This design comes from an exercise in tuning for small area, a short achievable clock period and few clock cycles per item on the open sky130 flow, not from production work.
Only simulation tests tie the RTL to the original design; equivalence was not proved.

## flow/design.v (module list and top-level ports; edited modules follow where they fit)
// module ccrcp_ring: 43 lines
// module ccrcp_div_step: 45 lines
// module ccrcp_coef: 305 lines
// module ccrcp_pk: 6 lines
// module ccrcp_booth_enc: 14 lines
// module ccrcp_blend: 1635 lines
// module ccrcp_bmul: 452 lines
// module ccrcp_sqr: 312 lines
// module ccrcp_fin: 19 lines
// module catmull_rom_closed_curve_point: 343 lines
module catmull_rom_closed_curve_point (
    input  wire logic          i_clk,
    input  wire logic          i_rst_n,
    input  wire logic          i_in_valid,
    output logic               o_in_stall,
    input  wire logic [64:0]   i_in_data,
    output logic               o_out_valid,
    input  wire logic          i_out_stall,
    output logic [48:0]        o_out_data,
    input  wire logic          i_cfg_wr_en,
    input  wire logic [9:0]    i_cfg_wr_data
);
  // ...
==> flow/run.sh <==
#!/bin/bash
# synth_recipe.tcl (not shown) runs the flow's synth.tcl, then flattens the netlist and writes it again
# the make line also repeats each setting of config.mk as NAME=value (left out here)
make -C /OpenROAD-flow-scripts/flow DESIGN_CONFIG=/design/flow/config.mk WORK_HOME=/design/flow/orfs CLKGATE_MAP_FILE= SYNTH_SCRIPT=/design/flow/synth_recipe.tcl finish
==> flow/config.mk <==
export PLATFORM = sky130hd
export DESIGN_NAME = catmull_rom_closed_curve_point
export DESIGN_NICKNAME = catmull_rom_closed_curve_point
export VERILOG_FILES = /design/flow/design.v
export SDC_FILE = /design/flow/constraint.sdc
export NUM_CORES = 4
export LEC_CHECK = 0
export CAP_MARGIN = 20
export CORE_MARGIN = 2
export CORE_UTILIZATION = 30
export PLACE_DENSITY = 0.45
export SLEW_MARGIN = 20
==> flow/constraint.sdc <==
create_clock -name core_clock -period 9.0 [get_ports {i_clk}]
set_input_delay 1.8000 -clock core_clock [delete_from_list [all_inputs] [get_ports {i_clk}]]
set_output_delay 1.8000 -clock core_clock [all_outputs]
set_load 0.01 [all_outputs]
==> out/qor.yml, run 1 <==
final_layout:
  fin_nets: 18789
  multi_input_area_sq_um: 107400
  drive_above_1_share_pct: 5.940
  antenna_cells: 28
  sh_seq_area_pct: 25.16
floorplanning:
  die_x_um: 752.7
  num_tap_cells: 7452
grt:
  grtUsageMet2_pct: 34.83
  antenna_found_initial: 13
  grt_pass1_vias: 130213
  grt_max_degree: 179
  gr-usage-met1_pct: 29.10
  gr-usage-all-layers_pct: 21.76
setup_path:
  cp_cell_sequence: "buf_4 > a22oi_1 > and4_1 > fa_1 > inv_1 > fa_1 > fa_1 > ha_1 > a21oi_1 > o21ai_0 > o41ai_1 > o211a_1 > a2111oi_0 > o21a_1 > o21ai_0 > nor2b_1 > xnor2_1"
  critPathLaunch: "c1_pay[89]"
  reg2reg_to: "b_c3[2][15]"
  critical_path_required_ns: 9.67
  worst-path-stages: 17
  start_kind: "flip-flop"
  crit_family: "compound AO/OA/AOI/OAI gates"
  endpoint_kind: "flip-flop"
synthesis:
  synth.cell_area_sq_um: 168200
  netlist_instances: 16329
  ys_seq_area_share_pct: 27.62
  synth.avg_cell_area_sq_um: 10.30
  synth_edf_count: 1518
hold_path:
  whs_path_depth: 0
  hold_end: "d_pay[6][37]"
sta:
  fmax_ghz: 0.1557
  period_share_pct: 71.34
  fin_crit_ns: 6.421
  finalHoldViolations: 0
placement:
  gp_congestion: 0.8743
clocking:
  clock_sinks: 1561
  cts_setup_buffers: 0
  cts_tree: "yes"
drt:
  drc: 0
  dr_wl_met2_um: 287300
outcome:
  status: "finished clean"
Testbench counts, summed over its fixed seeds: cycles 2,719, items 2,267.
==> inputs of run 2 (changes only) <==
--- a/flow/config.mk
+++ b/flow/config.mk
@@ -11,2 +11,3 @@
 export PLACE_DENSITY = 0.45
+export SETUP_SLACK_MARGIN = 3.0
 export SLEW_MARGIN = 20
==> run 2 against run 1 <==
Clock skew fell by 0.0023 ns. Highest routed layer unchanged. Sequential share of layout area decreased by 0.13 points. First-iteration DRC count is 0.73% lower. Setup slack improved by 0.50 ns. Maximum frequency is 8.4% higher. Count of clock-buffer cells in the layout is 21 higher. Largest cell class unchanged. Critical endpoint is now q_rb[0][20]. Still clean. Design area up 0.53%. Utilization up 0.18 points. Critical path depth fell by 5. Final cell count grew 0.31%.
==> out/qor.yml, run 2 <==
outcome:
  status: "finished clean"
synthesis:
  synth_cell_types: 106
  synth_ff_type: "edfxtp_1"
  synth_top_area_share_pct: 27.11
  ys_warn_count: 35
  synth_top_cell_by_area: "edfxtp_1"
  synth_commonest_cells: "inv_1 (2566), a22oi_1 (2089), fa_1 (1969)"
  synth.avg_cell_area_sq_um: 10.30  # unchanged
  ys_ff_latch: 1561
  netlist_instances: 16329  # unchanged
  synth_edf_count: 1518  # unchanged
  syn-num-nets: 19274
  synth.cell_area_sq_um: 168200  # unchanged
  synth-async-reset-ratio_pct: 0
  ys_seq_area_share_pct: 27.62  # unchanged
  synth_area_leaders: "edfxtp_1 (27%), fa_1 (23%), a22oi_1 (9.3%)"
  post-synth-top-count-cell: "inv_1"
clocking:
  clock_latency_ns: 1.00
  cts_tree: "yes"
  clock_path_buffers: 4
  clk_pin_slew_ns: 0.06
  clock_sinks: 1561  # unchanged
  cts_htree_levels: 4
  root_buffer: "clkbuf_16"
  cts_buffers: 201
drt:
  wl_per_cell_um: 26.82
  dr_wl_met2_um: 287200  # about the same
  dr_total_vias: 126446
  finalWirelength_um: 632000
  dr.pass1.iters: 7
  dr_wl_met3_um: 51150
  drt-initial-drc-count: 14190
  vias_per_cell: 5.366
  highest_layer: "met5"
  m1WireLength_um: 262900
  drc: 0  # unchanged
  antenna_left: 0
floorplanning:
  start_util_pct: 30.17
  die_x_um: 752.7  # unchanged
  chipHeight_um: 752.7
  rows: 274
  fp.dieArea_sq_um: 566600
  ios: 131
  core_sq_um: 557400
placement:
  gp_congestion: 0.9009  # +3.0%
  dp_hpwl_um: 439600
  io_buffers: 130
sta:
  clock_skew_ns: 0.08936
  setup_viol: 0
  period_share_pct: 65.83  # -5.5 points
  hold_ws_ns: 0.4129
  slew_headroom_pct: 17.69
  drv_slew: 0
  worst-slew-pin-transition_ns: 1.235
  finalHoldViolations: 0  # unchanged
  fmax_ghz: 0.1688  # +8.4%
  fin_crit_ns: 5.925  # -0.4959 ns
  setup_tns_ns: 0
  rsz0062_at_grt: "yes"
setup_path:
  critPathArrivalTime_ns: 6.61
  start_kind: "flip-flop"
  critical_path_required_ns: 9.69  # +0.02 ns
  crit_family: "adder cells"
  crit_path_frequent_cell: "fa_1"
  critPathKind: "flip-flop to flip-flop"
  max_stage_delay_ns: 0.62
  crit_fanout: 36
  cp_cell_sequence: "buf_6 > buf_4 > a22oi_1 > xor2_1 > fa_1 > fa_1 > fa_1 > fa_1 > fa_1 > fa_1 > inv_1 > fa_1"
  endpoint_kind: "flip-flop"
  cp_num_buf_inv: 3
  slowest_stage: "fa_1"
final_layout:
  largest_register_ffs: 384
  regMostFlops: "u_ring.r_pt"
  n_fill_cell: 56760
  final_common_cell: "inv_1"
  final-seq-area_sq_um: 46450
  drive_above_1_share_pct: 6.480  # +0.54 points
  fin_nets: 18857  # +0.36%
  reg.largest.list: "u_ring.r_pt (384), g_div.s_pay (260)"
  multi_input_area_sq_um: 107600  # +0.17%
  final_cell_mix: "inv_1 (2560), a22oi_1 (2089), fa_1 (1969)"
  syn_to_final_growth_pct: 10.37
grt:
  grt_pass1_vias: 131334  # +0.86%
  gr-usage-all-layers_pct: 21.84  # +0.082 points
  grt_max_degree: 160  # -11%
  antenna_found_initial: 15  # +2
  overflow: 0
  grt_pass1_wl_um: 924600
hold_path:
  hp-class: "flip-flop to flip-flop"
job:
  maxCapViolCount: 0
[run 2: cell count changes in the layout (fill, tap and decap cells not counted), moves of 8 or more]
cell / before / now
nor2_1: 522 / 513
nor2_4: 0 / 8
clkbuf_1: 32 / 42
buf_12: 39 / 53
buf_4: 381 / 410
buf_6: 0 / 18
[run 2: through the flow]
stage	area [sq um]	cells	setup WS, ns	util (%)
2_1_floorplan	168300	16329	-0.4769	-
3_3_place_gp	177700	23056	2.483	31.87
3_5_place_dp	177700	23058	2.481	31.88
4_1_cts	184900	23479	2.984	33.17
5_1_grt	185600	23554	2.970	33.29
6_report	185600	23563	3.075	33.30
[run 2: area by class of cell]
class | count | share of cell area, %
diodes | 30 | 0.04045
clock buffers | 252 | 2.880
clock inverters | 120 | 0.7584
inverters | 2572 | 5.201
multi-input cells | 10959 | 57.98
flip-flops and latches | 1561 | 25.03
well taps | 7452 | 5.023
repair buffers | 617 | 3.092
[run 2: final timing paths]
check	startpoint	to	slack [ns]	cells after the start
hold / removal	g_div[4].s_pay[29]	d_pay[6][29]	0.41	0
setup reg to reg	b_d2[10]	q_rb[0][20]	3.08	12
setup / recovery	b_d2[10]	q_rb[0][20]	3.08	12
hold reg to reg	g_div[4].s_pay[29]	d_pay[6][29]	0.41	0
[run 2: timing repair]
| item | CTS | global route |
|---|---|---|
| setup endpoints to repair | 56 | 89 |
| gates cloned | 0 | 0 |
| resized for setup | 16 | 47 |
| pin swaps | 2 | 8 |
| setup buffers | 49 | 52 |
| hold buffers | 0 | 0 |
[run 2: cell families after synthesis]
logic type      count (synthesis)  share of synthesized area (%)
mux                           207                          1.319
simple gates                 2165                          6.467
flops                        1561                          27.62
fa+ha+maj                    2917                          30.42
xor+xnor                     1864                          9.708
buf+inv                      3809                          8.545
compound gates               3806                          15.93
[run 2: layer usage]
layer  vias up  GRT usage, %
met2      6237         35.09
met1     63855         28.96
li1      54854             -
met3      1498         4.022
met4         2         9.013
met5         -             0
==> inputs of run 3 (changes only) <==
--- a/flow/config.mk
+++ b/flow/config.mk
@@ -11,3 +11,3 @@
 export PLACE_DENSITY = 0.45
-export SETUP_SLACK_MARGIN = 3.0
+export SETUP_SLACK_MARGIN = 3.6
 export SLEW_MARGIN = 20
==> run 3 against run 2 <==
Area after synthesis stayed put. Setup slack better by 0.50 ns. Utilization is 1.1 points higher. Routed wire length is 3.5% higher. Final cell count is 1.7% higher.
==> out/qor.yml, run 3 <==
grt:
  grt_pass1_wl_um: 935400  # +1.2%
  gr-usage-all-layers_pct: 22.13  # +0.29 points
  grt_max_degree: 160  # unchanged
  grt_pass1_vias: 132581  # +0.95%
  overflow: 0  # unchanged
  antenna_found_initial: 19  # +4
sta:
  rsz0062_at_grt: "yes"
  finalHoldViolations: 0  # unchanged
  drv_slew: 0  # unchanged
  fmax_ghz: 0.1844  # +9.3%
  period_share_pct: 60.25  # -5.6 points
  clock_skew_ns: 0.09402  # +0.004655 ns
  setup_viol: 0  # unchanged
  worst-slew-pin-transition_ns: 1.277  # +0.04276 ns
  slew_headroom_pct: 14.84  # -2.9 points
  fin_crit_ns: 5.423  # -0.5021 ns
setup_path:
  slowest_stage: "fa_1"
  reg2reg_to: "q_rb[0][21]"
  worst_r2r_path_depth: 10  # -2
  cp_cell_sequence: "clkbuf_16 > xor2_1 > fa_1 > fa_1 > fa_1 > fa_1 > fa_1 > fa_1 > inv_1 > fa_1"
  start_kind: "flip-flop"
  critPathLaunch: "b_d1[23]"
  crit_path_frequent_cell: "fa_1"
  critPathCapture: "q_rb[0][21]"
  r2r_slack_ns: 3.58  # +0.50 ns
  crit_fanout: 53  # +47%
  critPathKind: "flip-flop to flip-flop"
  critical_path_required_ns: 9.68  # about the same
  max_stage_delay_ns: 0.68  # +0.06 ns
  endpoint_kind: "flip-flop"
  r2r_start: "b_d1[23]"
  critPathArrivalTime_ns: 6.11  # -0.50 ns
floorplanning:
  fp.dieArea_sq_um: 566600  # unchanged
  chipHeight_um: 752.7  # unchanged
  ios: 131  # unchanged
  die_x_um: 752.7  # unchanged
  core_sq_um: 557400  # unchanged
  rows: 274  # unchanged
  start_util_pct: 30.17  # unchanged
drt:
  antenna_left: 0  # unchanged
  dr_total_vias: 128828  # +1.9%
  drt-initial-drc-count: 14657  # +3.3%
  vias_per_cell: 5.375  # +0.17%
  drc: 0  # unchanged
  dr.pass1.iters: 10  # +3
  finalWirelength_um: 653900  # +3.5%
  wl_per_cell_um: 27.28  # +1.7%
final_layout:
  regMostFlops: "u_ring.r_pt"
  final_common_cell: "inv_1"
  n_fill_cell: 56445  # -0.55%
  fin_nets: 19263  # +2.2%
  reg.largest.list: "u_ring.r_pt (384), g_div.s_pay (260)"
  postLayoutCoreUtil_pct: 34.41  # +1.1 points
  final_cell_mix: "inv_1 (2537), a22oi_1 (2039), fa_1 (1946)"
  largest_register_ffs: 384  # unchanged
  instances_no_fill: 23967  # +1.7%
  syn_to_final_growth_pct: 14.07
  drive_above_1_share_pct: 10.18  # +3.7 points
clocking:
  cts_htree_levels: 4  # unchanged
  clk_pin_slew_ns: 0.06  # about the same
  root_buffer: "clkbuf_16"
  cts_buffers: 201  # unchanged
  clock_latency_ns: 1.00  # about the same
  cts_tree: "yes"
  ctsHoldBuffers: 0  # unchanged
  clock_sinks: 1561  # unchanged
  clock_path_buffers: 4  # unchanged
job:
  maxCapViolCount: 0  # unchanged
synthesis:
  synth_top_area_share_pct: 27.11  # unchanged
  synth_area_leaders: "edfxtp_1 (27%), fa_1 (23%), a22oi_1 (9.3%)"
  synth-async-reset-ratio_pct: 0  # unchanged
  synth_cell_types: 106  # unchanged
  synth_commonest_cells: "inv_1 (2566), a22oi_1 (2089), fa_1 (1969)"
  synth.avg_cell_area_sq_um: 10.30  # unchanged
  ys_ff_latch: 1561  # unchanged
  post-synth-top-count-cell: "inv_1"
  netlist_instances: 16329  # unchanged
  synth_top_cell_by_area: "edfxtp_1"
  syn-num-nets: 19274  # unchanged
  ys_seq_area_share_pct: 27.62  # unchanged
  ys_warn_count: 35  # unchanged
  synth_edf_count: 1518  # unchanged
  synth_ff_type: "edfxtp_1"
  synth.cell_area_sq_um: 168200  # unchanged
placement:
  dp_hpwl_um: 439600  # unchanged
  io_buffers: 130  # unchanged
  gp_congestion: 0.9009  # unchanged
  dp.cells: 23058  # unchanged
outcome:
  status: "finished clean"
hold_path:
  hp-class: "flip-flop to flip-flop"
run 3: layout make-up:
type,count,area (sq um),area share [%]
multi-input combinational,10959,108800,56.74
sequential,1561,46450,24.21
timing repair buffer,1022,10700,5.579
inverter,2572,9692,5.052
tap,7452,9324,4.860
clock buffer,252,5345,2.786
clock inverter,120,1408,0.7338
antenna,28,70.07,0.03653
timing repair inverter,1,5.005,0.002609
run 3: layer usage:
layer  wire length [um]  global-route usage, %
met4              34810                  9.278
met3              56830                  4.120
met5                  0                      0
met2             296100                  35.55
met1             266100                  29.27
run 3: worst min path at each step:
stage	start	end	slack, ns	cells past startpoint
2_1_floorplan	c1_pay[97]	b_se	0.40	0
6_report	g_div[4].s_pay[29]	d_pay[6][29]	0.41	0
4_1_cts	g_div[4].s_pay[29]	d_pay[6][29]	0.42	0
5_1_grt	g_div[4].s_pay[29]	d_pay[6][29]	0.42	0
3_3_place_gp	g_div[2].s_pay[20]	g_div[3].s_pay[20]	0.40	0
3_5_place_dp	g_div[0].s_pay[25]	g_div[1].s_pay[25]	0.40	0
run 3: worst max-delay path, delay by kind of cell (launching register included):
| family | cells | cell delay, ns |
|---|---|---|
| adder cells (fa/ha/maj) | 7 | 3.69 |
| flip-flops | 1 | 0.49 |
| XOR/XNOR | 1 | 0.34 |
| buffers and inverters | 2 | 0.32 |
run 3: timing repair:
action	CTS	global route
pin swaps	57	146
endpoints found under the hold margin	0	0
setup endpoints to repair	214	142
resized for setup	207	412
cloned	7	23
buffers inserted	276	202
run 3: metrics by stage:
step | area (sq um) | worst slack, ns | hold WS (ns) | TNS, ns
2_1_floorplan | 168300 | -0.4769 | 0.4003 | -8.563
3_3_place_gp | 177700 | 2.483 | 0.4002 | 0
3_5_place_dp | 177700 | 2.481 | 0.4045 | 0
4_1_cts | 187900 | 3.498 | 0.4155 | 0
5_1_grt | 191800 | 3.479 | 0.4167 | 0
6_report | 191800 | 3.577 | 0.4143 | 0
run 3: cell families after synthesis:
| kind of cell | after synthesis | share of synthesized area [%] |
|---|---|---|
| multiplexers | 207 | 1.319 |
| buffers and inverters | 3809 | 8.545 |
| AO/OA/AOI/OAI | 3806 | 15.93 |
| AND/OR/NAND/NOR | 2165 | 6.467 |
| adder cells (fa/ha/maj) | 2917 | 30.42 |
| flip-flops | 1561 | 27.62 |
| XOR/XNOR | 1864 | 9.708 |
==> inputs of run 4 (changes only) <==
--- a/flow/config.mk
+++ b/flow/config.mk
@@ -9,5 +9,4 @@
 export CORE_MARGIN = 2
-export CORE_UTILIZATION = 30
-export PLACE_DENSITY = 0.45
-export SETUP_SLACK_MARGIN = 3.6
+export CORE_UTILIZATION = 40
+export PLACE_DENSITY = 0.55
 export SLEW_MARGIN = 20
==> run 4 against run 3 <==
Register-to-register slack lost 1.1 ns. Global-route usage grew 5.1 points. First-iteration DRC count grew 13%. Routed wire length shrank 10%. Flip-flop and latch count is the same. Still clean.
==> out/qor.yml, run 4 <==
grt:
  grt_pass1_wl_um: 867900  # -7.2%
  antenna_found_initial: 11  # -8
  grt_pass1_vias: 129239  # -2.5%
  gr-usage-all-layers_pct: 27.24  # +5.1 points
  grt_max_degree: 173  # +8.1%
  overflow: 0  # unchanged
sta:
  rsz0062_at_grt: "no"
  hold_ws_ns: 0.3659  # -0.04838 ns
  fin_crit_ns: 6.541  # +1.118 ns
  period_share_pct: 72.68  # +12 points
  fmax_ghz: 0.1529  # -17%
  finalHoldViolations: 0  # unchanged
  worst-slew-pin-transition_ns: 1.299  # +0.02200 ns
  setup_viol: 0  # unchanged
  slew_headroom_pct: 13.37  # -1.5 points
  drv_slew: 0  # unchanged
  clock_skew_ns: 0.1415  # +0.04748 ns
drt:
  finalWirelength_um: 587600  # -10%
  dr.pass1.iters: 10  # unchanged
  wl_per_cell_um: 27.35  # +0.24%
  vias_per_cell: 5.898  # +9.7%
  dr_total_vias: 126720  # -1.6%
  antenna_left: 0  # unchanged
  drt-initial-drc-count: 16512  # +13%
  drc: 0  # unchanged
synthesis:
  synth.mux.area_fraction_pct: 1.319  # unchanged
  ys_seq_area_share_pct: 27.62  # unchanged
  ys_warn_count: 35  # unchanged
  synth_top_area_share_pct: 27.11  # unchanged
  synth_cell_types: 106  # unchanged
  netlist_instances: 16329  # unchanged
  synth-async-reset-ratio_pct: 0  # unchanged
  synth_area_leaders: "edfxtp_1 (27%), fa_1 (23%), a22oi_1 (9.3%)"
  synth-xor-area-share_pct: 9.708  # unchanged
  synth_commonest_cells: "inv_1 (2566), a22oi_1 (2089), fa_1 (1969)"
  synth_compound_area_share_pct: 15.93  # unchanged
  post-synth-top-count-cell: "inv_1"
  yosys.area_share.simple_pct: 6.467  # unchanged
  synth_top_cell_by_area: "edfxtp_1"
  synth.cell_area_sq_um: 168200  # unchanged
  ys_ff_latch: 1561  # unchanged
  synth_ff_type: "edfxtp_1"
  synth_edf_count: 1518  # unchanged
  synth-adder-area-share_pct: 30.42  # unchanged
  syn-num-nets: 19274  # unchanged
  synth.avg_cell_area_sq_um: 10.30  # unchanged
  synth_top_family_by_area: "adder cells"
final_layout:
  largest_register_ffs: 384  # unchanged
  regMostFlops: "u_ring.r_pt"
  stdcell_area_sq_um: 181700  # -5.3%
  multi_input_area_sq_um: 107400  # -1.3%
  n_fill_cell: 40052  # -29%
  final_cell_mix: "inv_1 (2564), a22oi_1 (2089), fa_1 (1969)"
  final_common_cell: "inv_1"
  final-seq-area_sq_um: 46450  # unchanged
  postLayoutCoreUtil_pct: 43.34  # +8.9 points
  syn_to_final_growth_pct: 8.057
  fin_nets: 18732  # -2.8%
  instances_no_fill: 21484  # -10%
  reg.largest.list: "u_ring.r_pt (384), g_div.s_pay (260)"
  drive_above_1_share_pct: 5.470  # -4.7 points
placement:
  placed_area_sq_um: 175200  # -1.4%
  gp_congestion: 0.9115  # +1.2%
  io_buffers: 130  # unchanged
  dp_hpwl_um: 405900  # -7.7%
  dp.cells: 21109  # -8.5%
outcome:
  status: "finished clean"
clocking:
  cts_setup_buffers: 0  # -100%
  clock_path_buffers: 4  # unchanged
  ctsHoldBuffers: 0  # unchanged
  root_buffer: "clkbuf_16"
  cts_buffers: 190  # -5.5%
  clock_sinks: 1561  # unchanged
  clock_latency_ns: 1.01  # about the same
  postCtsResizedCells: 0  # -100%
  cts_tree: "yes"
  clk_pin_slew_ns: 0.07  # about the same
  cts_htree_levels: 4  # unchanged
floorplanning:
  start_util_pct: 40.11  # +9.9 points
  ios: 131  # unchanged
  fp.dieArea_sq_um: 425600  # -25%
  rows: 238  # -13%
  die_x_um: 652.4  # -13%
  core_sq_um: 419300  # -25%
  chipHeight_um: 652.4  # -13%
setup_path:
  endpoint_kind: "flip-flop"
  critPathArrivalTime_ns: 7.30  # +1.19 ns
  critPathKind: "flip-flop to flip-flop"
  crit_fanout: 17  # -68%
  start_kind: "flip-flop"
  critical_path_required_ns: 9.76  # +0.08 ns
job:
  maxCapViolCount: 0  # unchanged
hold_path:
  hp-class: "flip-flop to flip-flop"
[run 4: cell counts after synthesis]
No cell type changed its count.
[run 4: routing by layer]
| layer | GRT usage [%] | share of wire [%] | vias up | routed length (um) |
|---|---|---|---|---|
| met3 | 6.272 | 10 | 1827 | 59690 |
| met4 | 13.63 | 6.1 | 6 | 36100 |
| met5 | 0 | 0.0058 | - | 34 |
| li1 | - | - | 54591 | - |
| met2 | 42.44 | 44 | 7517 | 260700 |
| met1 | 35.57 | 39 | 62779 | 231000 |
[run 4: cell type report]
type	count	share of cell area, %
flip-flops and latches	1561	25.56
inverters	2572	5.313
multi-input cells	10959	59.12
well taps	5520	3.801
diodes	22	0.03030
clock inverters	113	0.7030
repair buffers	503	2.698
clock buffers	234	2.777
[run 4: final timing paths]
kind | startpoint | cells past startpoint | end | slack [ns]
setup / recovery | c1_pay[80] | 17 | b_c3[1][18] | 2.46
hold / removal | g_div[0].s_pay[24] | 0 | g_div[1].s_pay[24] | 0.37
setup reg to reg | c1_pay[80] | 17 | b_c3[1][18] | 2.46
hold reg to reg | g_div[0].s_pay[24] | 0 | g_div[1].s_pay[24] | 0.37
[run 4: logic make-up (layout without fill, tap and decap cells)]
family	count (synthesis)	in the layout
AO/OA/AOI/OAI	3806	3806
buffers and inverters	3809	3422
flip-flops	1561	1561
other	0	22
XOR/XNOR	1864	1864
adder cells (fa/ha/maj)	2917	2917
multiplexers	207	207
AND/OR/NAND/NOR	2165	2165
[run 4: per-stage QoR]
step,TNS (ns),worst slack [ns]
finish,0,2.459
global route,0,2.253
CTS,0,2.587
detailed placement,0,2.554
global placement,0,2.587
floorplan,-8.403,-0.4805
[run 4: critical path, cell delays in order, from the launching register on]
cell,delay (ns)
edfxtp_1,1.06
buf_4,0.46
a22oi_1,0.15
nand4_1,0.28
fa_1,0.50
fa_1,0.52
fa_1,0.50
ha_1,0.33
a21o_1,0.17
a21oi_1,0.24
o21ai_0,0.17
o41ai_1,0.63
o21ai_0,0.36
o41a_1,0.42
nand4_1,0.10
and4b_1,0.23
o2bb2ai_1,0.15
xor2_1,0.09
==> inputs of run 5 (changes only) <==
--- a/flow/config.mk
+++ b/flow/config.mk
@@ -9,4 +9,5 @@
 export CORE_MARGIN = 2
-export CORE_UTILIZATION = 40
-export PLACE_DENSITY = 0.55
+export CORE_UTILIZATION = 35
+export PLACE_DENSITY = 0.5
+export SETUP_SLACK_MARGIN = 3.3
 export SLEW_MARGIN = 20
==> run 5 against run 4 <==
Die area rose by 14%. Critical path depth fell by 4. Via count rose by 0.42%. Maximum frequency rose by 17%. Critical endpoint is now q_rb[0][15]. Flip-flop and latch count did not move. Global-route usage fell by 2.7 points.
==> out/qor.yml, run 5 <==
sta:
  setup_viol: 0  # unchanged
  fin_crit_ns: 5.599  # -0.9414 ns
  clock_skew_ns: 0.07636  # -0.06514 ns
  fmax_ghz: 0.1786  # +17%
  setup_tns_ns: 0  # unchanged
  finalWorstSetupSlack_ns: 3.401  # +0.9414 ns
  period_share_pct: 62.22  # -10 points
  rsz0062_at_grt: "yes"
  drv_slew: 0  # unchanged
  finalHoldViolations: 0  # unchanged
  worst-slew-pin-transition_ns: 1.191  # -0.1083 ns
  hold_ws_ns: 0.3871  # +0.02117 ns
  slew_headroom_pct: 20.59  # +7.2 points
floorplanning:
  core_sq_um: 478600  # +14%
  fp.dieArea_sq_um: 486000  # +14%
  rows: 254  # +6.7%
  chipHeight_um: 697.2  # +6.9%
  start_util_pct: 35.14  # -5.0 points
  die_x_um: 697.2  # +6.9%
  ios: 131  # unchanged
setup_path:
  critPathLaunch: "b_d1[16]"
  cp_cell_sequence: "buf_4 > a22oi_1 > xor2_1 > fa_1 > inv_1 > fa_1 > inv_1 > fa_1 > fa_1 > fa_1 > fa_1 > inv_1 > fa_1"
  r2r_start: "b_d1[16]"
  worst_r2r_path_depth: 13  # -4
  crit_fanout: 40  # +23
  critPathKind: "flip-flop to flip-flop"
  critical_path_required_ns: 9.65  # -0.11 ns
  max_stage_delay_ns: 0.57  # -0.49 ns
  critPathArrivalTime_ns: 6.24  # -1.06 ns
  slowest_stage: "fa_1"
  endpoint_kind: "flip-flop"
  start_kind: "flip-flop"
  crit_path_frequent_cell: "fa_1"
grt:
  grt_pass1_vias: 129419  # +0.14%
  grt_pass1_wl_um: 894100  # +3.0%
  overflow: 0  # unchanged
  grt_max_degree: 133  # -23%
  gr-usage-all-layers_pct: 24.57  # -2.7 points
  antenna_found_initial: 15  # +4
placement:
  gp_congestion: 0.8972  # -1.6%
  dp_hpwl_um: 423200  # +4.2%
  io_buffers: 130  # unchanged
  dp_slack_ns: 2.513  # -0.04155 ns
  placed_area_sq_um: 176400  # +0.68%
  dp.cells: 22011  # +4.3%
clocking:
  cts_buffers: 195  # +2.6%
  root_buffer: "clkbuf_16"
  clock_sinks: 1561  # unchanged
  clock_path_buffers: 4  # unchanged
  clock_latency_ns: 0.96  # -0.05 ns
  clk_pin_slew_ns: 0.06  # about the same
  ctsHoldBuffers: 0  # unchanged
  cts_htree_levels: 4  # unchanged
  cts_tree: "yes"
synthesis:
  syn-num-nets: 19274  # unchanged
  post-synth-top-count-cell: "inv_1"
  synth.cell_area_sq_um: 168200  # unchanged
  ys_seq_area_share_pct: 27.62  # unchanged
  synth_ff_type: "edfxtp_1"
  netlist_instances: 16329  # unchanged
  synth_area_leaders: "edfxtp_1 (27%), fa_1 (23%), a22oi_1 (9.3%)"
  synth_top_area_share_pct: 27.11  # unchanged
  synth-async-reset-ratio_pct: 0  # unchanged
  synth_top_cell_by_area: "edfxtp_1"
  synth_cell_types: 106  # unchanged
  synth_commonest_cells: "inv_1 (2566), a22oi_1 (2089), fa_1 (1969)"
  synth.avg_cell_area_sq_um: 10.30  # unchanged
  ys_warn_count: 35  # unchanged
  synth_edf_count: 1518  # unchanged
  ys_ff_latch: 1561  # unchanged
final_layout:
  syn_to_final_growth_pct: 9.892
  postLayoutCoreUtil_pct: 38.61  # -4.7 points
  stdcell_area_sq_um: 184800  # +1.7%
  n_fill_cell: 47334  # +18%
  fin_nets: 18915  # +0.98%
  instances_no_fill: 22538  # +4.9%
  drive_above_1_share_pct: 7.024  # +1.6 points
  reg.largest.list: "u_ring.r_pt (384), g_div.s_pay (260)"
  final_cell_mix: "inv_1 (2558), a22oi_1 (2089), fa_1 (1969)"
  largest_register_ffs: 384  # unchanged
  final_common_cell: "inv_1"
  regMostFlops: "u_ring.r_pt"
hold_path:
  min_from: "a_pay[37]"
  whs_path_depth: 0  # unchanged
  hp-class: "flip-flop to flip-flop"
drt:
  drt-initial-drc-count: 15001  # -9.2%
  drc: 0  # unchanged
  antenna_left: 0  # unchanged
  finalWirelength_um: 609900  # +3.8%
  dr.pass1.iters: 10  # unchanged
  wl_per_cell_um: 27.06  # -1.1%
  vias_per_cell: 5.646  # -4.3%
  dr_total_vias: 127255  # +0.42%
job:
  maxCapViolCount: 0  # unchanged
outcome:
  status: "finished clean"
[run 5: cell counts after synthesis]
No cell type changed its count.
[run 5: layout make-up]
type	instances	area [sq um]	area share, %
multi-input combinational	10959	107700	58.29
clock buffer	231	5087	2.753
inverter	2572	9664	5.230
clock inverter	127	1269	0.6865
antenna	7	17.52	0.009479
tap	6400	8008	4.333
sequential	1561	46450	25.14
timing repair buffer	681	6578	3.559
[run 5: cell families (layout without fill, tap and decap cells)]
family | Yosys count | count (layout) | share of synthesized area [%]
buffers and inverters | 3809 | 3611 | 8.545
AO/OA/AOI/OAI | 3806 | 3806 | 15.93
adder cells (fa/ha/maj) | 2917 | 2917 | 30.42
AND/OR/NAND/NOR | 2165 | 2165 | 6.467
XOR/XNOR | 1864 | 1864 | 9.708
flip-flops | 1561 | 1561 | 27.62
multiplexers | 207 | 207 | 1.319
other | 0 | 7 | 0
[run 5: worst max-delay path, delay by kind of cell (launching register included)]
kind            cells  cell delay, ns
compound gates      1            0.18
flops               1            0.32
xor+xnor            1            0.21
fa+ha+maj           7            3.74
buf+inv             4            0.70
[run 5: per-layer routing]
layer	routed length, um	global-route usage, %	vias up	share of wire [%]
li1	-	-	54977	-
met1	245800	32.48	63673	40
met2	275300	38.89	6949	45
met3	56080	5.020	1650	9.2
met4	32700	11.04	6	5.4
met5	41	0	-	0.0067
[run 5: timing repair]
action,in CTS,in global routing
setup endpoints to repair,130,116
gates cloned,0,2
setup buffers,72,84
pin swaps,11,23
resized for setup,51,118
[run 5: path summary, 6_finish.rpt]
kind | end | slack, ns
max | q_rb[0][15] | 3.40
min | g_div[0].s_pay[37] | 0.39
max reg2reg | q_rb[0][15] | 3.40
min reg2reg | g_div[0].s_pay[37] | 0.39

## what the ideal ports hide
In the flow no input, the clock included, has a driving cell. The finished layouts below were timed again as built, in two steps. Step 1 (the two cells are an assumption about what drives the block):
set clk [get_ports {i_clk}]
set_driving_cell -lib_cell sky130_fd_sc_hd__clkbuf_16 $clk
set_driving_cell -lib_cell sky130_fd_sc_hd__buf_2 [delete_from_list [all_inputs] $clk]
Step 2 times the ports against the registers' clock, not the clock port: input delays grow and output delays shrink by t, the midpoint of the rising clock arrivals with the driver on. a / b / c = ideal ports / drivers / drivers and shift; a / b = the first two.
run	t (ns)	setup WS [ns]	clock arrival spread, ns	cell pins on the clock port's net
run 1	1.087	2.579 / 2.579 / 2.579	0.094 / 0.094	1
run 2	1.078	3.075 / 3.075 / 3.075	0.104 / 0.104	1
run 3	1.074	3.577 / 3.577 / 3.577	0.106 / 0.106	1
run 4	1.062	2.459 / 2.459 / 2.459	0.147 / 0.147	1
run 5	1.042	3.401 / 3.401 / 3.401	0.086 / 0.086	1
After both steps setup and hold are still met in every run listed.
